This is an optimization exercise on Yosys and OpenROAD, whose aim is small area, a short achievable clock period and few clock cycles per item, not a production implementation.
In this exercise RTL edits were held to simulation tests only and were not proved equivalent to the original.

== job 104 ==
==> flow/design.v (excerpt) <==
module qu_core
(
    input  logic                       clk,
    input  logic                       arst_n,
    input  logic                       instr_valid,
    input  logic [16-1:0] instr,
    input  logic                       schedule_en,
    output logic                       core_ready,
    output logic                       rob_full,
    output logic                       commit_valid,
    output logic [19-1:0]    commit
);
make LEC_CHECK=0 ABC_CLOCK_PERIOD_IN_PS=2500 CAP_MARGIN=20 CORE_MARGIN=2 CORE_UTILIZATION=40 SETUP_SLACK_MARGIN=3.0 SLEW_MARGIN=20 finish   # period 5.5 ns
run.sh (not shown) runs the stock make flow with config.mk's settings and CLKGATE_MAP_FILE= SYNTH_SCRIPT=/design/flow/synth_recipe.tcl, a recipe that flattens the netlist after the stock synthesis.
Job 104 finished every step from synthesis to the final layout, and the layout passed the timing, DRC and antenna checks.
Testbench counts of job 104, summed over its fixed seeds: cycles 16,016, items 16,000.
> inputs changed (job 104 -> job 101)
- changing SETUP_SLACK_MARGIN from 3.0 to 3.3
- changing ABC_CLOCK_PERIOD_IN_PS from 2500 to 2000
Notes after the runs:
- Re layout overhead on the synthesized area: job 101 is 3.1 points up on job 104.
- Between job 104 and job 101, the difference in detailed-route wire length is negligible.
- In the flow results for job 104 and job 101, the final critical delay including setup and external delays is larger on job 101.
- Going from job 104 to job 101, fmax shrank by a few percent.
- Per the final summary, job 101 finished and its layout is clean on timing, DRC and antenna.
- Job 104: no failed stages, no open violations at the end
- Status: global routing usage on met2 parity (job 104, job 101)
- Going from job 104 to job 101, design area grows by about 2.5%.
- The run showing the greater multi-input logic area is job 101.
- Job 101 does worse than job 104 on via count.
- As of job 101, count of clock-buffer cells in the layout had fallen by more than 10% compared to job 104.
- Summary of job 101 over job 104: data required time of the critical path held; count of placed standard cells including taps about even.


v46:
The RTL this note starts from:
==> flow/design.v <==
`default_nettype none
module startup_ctrl (
    input  logic clk,
    input  logic arst_n,
    output logic core_ready
);
    logic [1:0] cnt;
    always_ff @(posedge clk or negedge arst_n) begin
        if (!arst_n) begin
            cnt        <= '0;
            core_ready <= 1'b0;
        end else if (!core_ready) begin                    
            cnt <= cnt + 1'b1;
            if (cnt == 2'(3 - 1)) begin
                core_ready <= 1'b1;
            end
        end
    end
endmodule
`default_nettype wire
`default_nettype none
module front_end (
    input  logic                       clk,
    input  logic                       arst_n,
    input  logic                       core_ready,
    input  logic                       instr_valid,
    input  logic [16-1:0] instr,
    input  logic                       op_free,
    output logic                       is_valid,
    output logic [25-1:0]         is_instr,
    output logic                       rob_full
);
    localparam int QD = (8 - 2);
    logic [2:0]         wp;
    logic [2:0]         rp;
    logic [2:0]         fcnt;
    logic [2:0]         fcnt_nx;
    logic               accept;
    logic               q_empty;
    logic               is_free;
    logic               direct;
    logic               push;
    logic               pop;
    logic               is_load;
    logic               is_valid_nx;
    logic               op_valid_nx;
    logic [13-1:0] in_q;
    logic [13-1:0] q_head;
    logic [13-1:0] is_q;
    function automatic logic [25-1:0] decode(input logic [13-1:0] q);
        logic [25-1:0] x;
        logic               addi;
        addi          = (q[12:11] == 2'd3);
        x             = '0;
        x[24] = (q[12:11] != 2'd2) && (q[10:8] != 3'd0);
        x[23] = (q[12:11] == 2'd2) && (q[10:8] != 3'd0);
        x[22]  = (q[12:11] == 2'd1);
        x[21:19]   = q[10:8];
        for (int k = 1; k < 8; k++) begin
            x[12 + k - 1] = (q[7:5] == 3'(k));
            x[5 + k - 1]  = !addi && (q[2:0] == 3'(k));
        end
        x[4:0] = addi ? q[4:0] : 5'd0;
        decode = x;
    endfunction
    function automatic logic [2:0] incr(input logic [2:0] p);
        incr = (p == 3'(QD - 1)) ? 3'd0 : p + 3'd1;
    endfunction
    assign accept  = instr_valid & core_ready & ~rob_full;
    assign q_empty = (fcnt == 3'd0);
    assign is_free = ~is_valid | op_free;                  
    assign direct  = is_free & q_empty;
    assign push    = accept & ~direct;
    assign pop     = is_free & ~q_empty;
    assign is_load = (direct & accept) | pop;
    assign in_q[12:11]  = instr[15:14];
    assign in_q[10:8]  = instr[13:11];
    assign in_q[7:5] = instr[10:8];
    assign in_q[4:0]   = (instr[15:14] == 2'd3) ? instr[4:0]
                                                             : {instr[4:3], instr[7:5]};
    res_st #(.DEPTH(QD)) qu_queue (
        .clk(clk),
        .wr_en(push),
        .wr_addr(wp),
        .wr_data(in_q),
        .rd_addr(rp),
        .rd_data(q_head)
    );
    assign is_valid_nx = is_free ? (accept | ~q_empty) : 1'b1;
    assign op_valid_nx = op_free ? is_valid : 1'b1;
    assign fcnt_nx     = fcnt + 3'(push) - 3'(pop);
    always_ff @(posedge clk or negedge arst_n) begin
        if (!arst_n) begin
            wp       <= '0;
            rp       <= '0;
            fcnt     <= '0;
            is_valid <= 1'b0;
            rob_full <= 1'b0;
        end else begin
            if (push) wp <= incr(wp);
            if (pop)  rp <= incr(rp);
            fcnt     <= fcnt_nx;
            is_valid <= is_valid_nx;
            rob_full <= is_valid_nx & op_valid_nx & (fcnt_nx == 3'(QD));
        end
    end
    assign is_q = q_empty ? in_q : q_head;
    always_ff @(posedge clk) begin
        if (is_load) begin
            is_instr <= decode(is_q);
        end
    end
endmodule
`default_nettype wire
`default_nettype none
module res_st #(
    parameter int DEPTH = 8 - 1
) (
    input  logic               clk,
    input  logic               wr_en,
    input  logic [2:0]         wr_addr,
    input  logic [13-1:0] wr_data,
    input  logic [2:0]         rd_addr,
    output logic [13-1:0] rd_data
);
    logic [13-1:0] slots [DEPTH];
    always_ff @(posedge clk) begin
        for (int i = 0; i < DEPTH; i++) begin
            if (wr_en && wr_addr == 3'(i)) begin
                slots[i] <= wr_data;
            end
        end
    end
    always_comb begin
        rd_data = slots[0];
        for (int i = 1; i < DEPTH; i++) begin
            if (rd_addr == 3'(i)) begin
                rd_data = slots[i];
            end
        end
    end
endmodule
`default_nettype wire
`default_nettype none
module rf (
    input  logic                      clk,
    input  logic [8-1:1]  rs1_sel,
    input  logic [8-1:1]  rs2_sel,
    output logic [16-1:0] rs1_data,
    output logic [16-1:0] rs2_data,
    input  logic                      wr_en,
    input  logic                      clr,
    input  logic [2:0]                wr_addr,
    input  logic [16-1:0] wr_data
);
    logic [16-1:0] regs [1:8-1];
    always_ff @(posedge clk) begin
        for (int i = 1; i < 8; i++) begin
            if (clr || (wr_en && wr_addr == 3'(i))) begin
                regs[i] <= wr_data;
            end
        end
    end
    always_comb begin
        rs1_data = '0;
        rs2_data = '0;
        for (int i = 1; i < 8; i++) begin
            rs1_data = rs1_data | (regs[i] & {16{rs1_sel[i]}});
            rs2_data = rs2_data | (regs[i] & {16{rs2_sel[i]}});
        end
    end
endmodule
`default_nettype wire
`default_nettype none
module back_end (
    input  logic                      clk,
    input  logic                      arst_n,
    input  logic                      schedule_en,
    input  logic                      is_valid,
    input  logic [25-1:0]        is_instr,
    output logic                      op_free,
    output logic [8-1:1]  rs1_sel,
    output logic [8-1:1]  rs2_sel,
    input  logic [16-1:0] rs1_data,
    input  logic [16-1:0] rs2_data,
    output logic                      commit_valid,
    output logic [19-1:0]   commit
);
    logic                      credit;
    logic                      fire;
    logic                      load;
    logic                      fwd_a;
    logic                      fwd_b;
    logic                      byp_a;
    logic                      byp_b;
    logic [16-1:0] ld_a;
    logic [16-1:0] ld_b;
    logic                      op_valid;
    logic [16-1:0] a_q;
    logic [16-1:0] b_q;
    logic [2:0]                rd_q;
    logic                      sub_q;
    logic                      sel_x_q;
    logic                      sel_s_q;
    logic [2:0]                c_rd;
    logic [16-1:0] c_val;
    logic [16-1:0] op_a;
    logic [16-1:0] op_b;
    logic [16:0]   sum;
    logic [16-1:0] result;
    assign fire    = op_valid & credit;
    assign op_free = ~op_valid | fire;
    assign load    = op_free & is_valid;
    assign rs1_sel = is_instr[18:12];
    assign rs2_sel = is_instr[11:5];
    assign fwd_a = commit_valid & (c_rd != 3'd0) & rs1_sel[c_rd];
    assign fwd_b = commit_valid & (c_rd != 3'd0) & rs2_sel[c_rd];
    assign byp_a = fire & (rd_q != 3'd0) & rs1_sel[rd_q];
    assign byp_b = fire & (rd_q != 3'd0) & rs2_sel[rd_q];
    assign ld_a  = byp_a ? result : fwd_a ? c_val : rs1_data;
    assign ld_b  = byp_b ? result : (fwd_b ? c_val : rs2_data) | {11'd0, is_instr[4:0]};
    always_ff @(posedge clk or negedge arst_n) begin
        if (!arst_n) begin
            credit       <= 1'b0;
            op_valid     <= 1'b0;
            commit_valid <= 1'b0;
            sel_x_q      <= 1'b0;
            sel_s_q      <= 1'b0;
        end else begin
            credit       <= schedule_en | (credit & ~fire);
            op_valid     <= op_free ? is_valid : 1'b1;
            commit_valid <= fire;
            if (load) begin
                sel_x_q <= is_instr[23];
                sel_s_q <= is_instr[24];
            end
        end
    end
    always_ff @(posedge clk) begin
        if (load) begin
            a_q   <= ld_a;
            b_q   <= ld_b;
            rd_q  <= is_instr[21:19];
            sub_q <= is_instr[22];
        end
    end
    always_comb begin
        op_a   = a_q;
        op_b   = b_q;
        sum    = {op_a, sub_q} + {op_b ^ {16{sub_q}}, sub_q};
        result = ((op_a ^ op_b) & {16{sel_x_q}})
               | (sum[16:1] & {16{sel_s_q}});
    end
    always_ff @(posedge clk) begin
        c_rd  <= rd_q;
        c_val <= result;
    end
    assign commit = {c_rd, c_val};                         
endmodule
`default_nettype wire
`default_nettype none
module qu_core
(
    input  logic                       clk,
    input  logic                       arst_n,
    input  logic                       instr_valid,
    input  logic [16-1:0] instr,
    input  logic                       schedule_en,
    output logic                       core_ready,
    output logic                       rob_full,
    output logic                       commit_valid,
    output logic [19-1:0]    commit
);
    logic                      op_free;
    logic                      is_valid;
    logic [25-1:0]        is_instr;
    logic [8-1:1]  rs1_sel;
    logic [8-1:1]  rs2_sel;
    logic [16-1:0] rs1_data;
    logic [16-1:0] rs2_data;
    startup_ctrl qu_startup_ctrl (
        .clk(clk),
        .arst_n(arst_n),
        .core_ready(core_ready)
    );
    front_end qu_front_end (
        .clk(clk),
        .arst_n(arst_n),
        .core_ready(core_ready),
        .instr_valid(instr_valid),
        .instr(instr),
        .op_free(op_free),
        .is_valid(is_valid),
        .is_instr(is_instr),
        .rob_full(rob_full)
    );
    rf qu_phy_rf (
        .clk(clk),
        .rs1_sel(rs1_sel),
        .rs2_sel(rs2_sel),
        .rs1_data(rs1_data),
        .rs2_data(rs2_data),
        .wr_en(commit_valid),
        .clr(~core_ready),
        .wr_addr(commit[19-1:16]),
        .wr_data(commit[16-1:0])
    );
    back_end qu_back_end (
        .clk(clk),
        .arst_n(arst_n),
        .schedule_en(schedule_en),
        .is_valid(is_valid),
        .is_instr(is_instr),
        .op_free(op_free),
        .rs1_sel(rs1_sel),
        .rs2_sel(rs2_sel),
        .rs1_data(rs1_data),
        .rs2_data(rs2_data),
        .commit_valid(commit_valid),
        .commit(commit)
    );
endmodule
`default_nettype wire
Settings: LEC_CHECK=0, ABC_AREA=1, CAP_MARGIN=20, CORE_MARGIN=2, CORE_UTILIZATION=65, CTS_CLUSTER_DIAMETER=70, CTS_CLUSTER_SIZE=20, PLACE_DENSITY=0.75, SETUP_SLACK_MARGIN=3.15, SLEW_MARGIN=20; clock period 5.5 ns.
No stage failed in v46, and the final checks on the layout all came back clean.
Testbench counts of v46, summed over its fixed seeds: cycles 16,024, items 16,000.
What v10 does differently from v46 at the input level:
Settings: SETUP_SLACK_MARGIN changed from 3.15 to 2.8.
Findings:
- The total number of multi-input combinational cells was comparable across v10 and v46.
- Against v46 as the reference, v10 delivers a lower first-pass GRT wire length.
- [compare] base=v46 new=v10: core occupancy in the finished layout decreased 5.7 points; global-route met1 utilization dropped 1.6 points.
### v10 -> v31
Settings: PLACE_DENSITY changed from 0.75 to 0.82; SETUP_SLACK_MARGIN changed from 2.8 to 3.0; CORE_UTILIZATION changed from 65 to 72.
--- outcome ---
Going from v10 to v31, synthesis-to-finish area growth saw an increase; clock-buffer cell count saw an increase; final worst-path cycle share saw a decrease.
[v31 vs v10] overall die area: lower in v31
Total number of sequential cells came out exactly the same in v10 and v31.
v10 vs v31, cell at the slowest stage of the critical path: sky130_fd_sc_hd__clkdlybuf4s50_1 vs sky130_fd_sc_hd__edfxtp_1
v31 ended with more first-pass GRT wire length than v10.
Comparing share of cell area taken by multi-input logic gates for v10 and v31, the bigger number came from v31.
Multi-input gate area in the final layout delta for v31 relative to v10: 270 um^2 higher
### v31 -> v7
Settings: changing PLACE_DENSITY from 0.82 to 0.75; changing CORE_UTILIZATION from 72 to 65.
Results
Total area of multi-input combinational cells, v31 and v7, higher one = v7.
Re number of max-capacitance violations reported: no difference whatsoever between v7 and v31.
Relative to v31, v7 improves register-to-register slack.
Compared with v31, v7 ends up with a larger final cell area.
The lower growth of design area from synthesis to finish came out of v31.

re-timing with driven ports:
No port has a modelled driver above. Below, the same layouts with a new extraction and two added sets of constraints.
Step 1 (the two cells are an assumption about what drives the block):
set clk [get_ports {clk}]
set_driving_cell -lib_cell sky130_fd_sc_hd__clkbuf_16 $clk
set_driving_cell -lib_cell sky130_fd_sc_hd__buf_2 [delete_from_list [all_inputs] $clk]
Step 2 times the ports against the registers' clock, not the clock port: input delays grow and output delays shrink by t, the midpoint of the rising clock arrivals with the driver on.
Slacks: ideal ports / drivers / drivers and shift; pairs: ideal ports / drivers.
run | shift t [ns] | setup WS [ns] | worst setup path after step 2
job 104 | 0.597 | 1.155 / 1.155 / 1.155 | register to register
job 101 | 0.585 | 1.019 / 1.019 / 1.019 | register to register
v46 | 0.563 | 2.880 / 2.880 / 2.673 | input to register
v10 | 0.546 | 2.846 / 2.798 / 2.453 | input to register
v31 | 0.553 | 2.902 / 2.902 / 2.598 | input to register
v7 | 0.550 | 3.027 / 3.027 / 2.640 | input to register
After both steps setup and hold are still met in every run listed. For v10, which loses most, drivers alone change the setup slack by -0.048 ns; drivers and shift together by -0.393 ns.
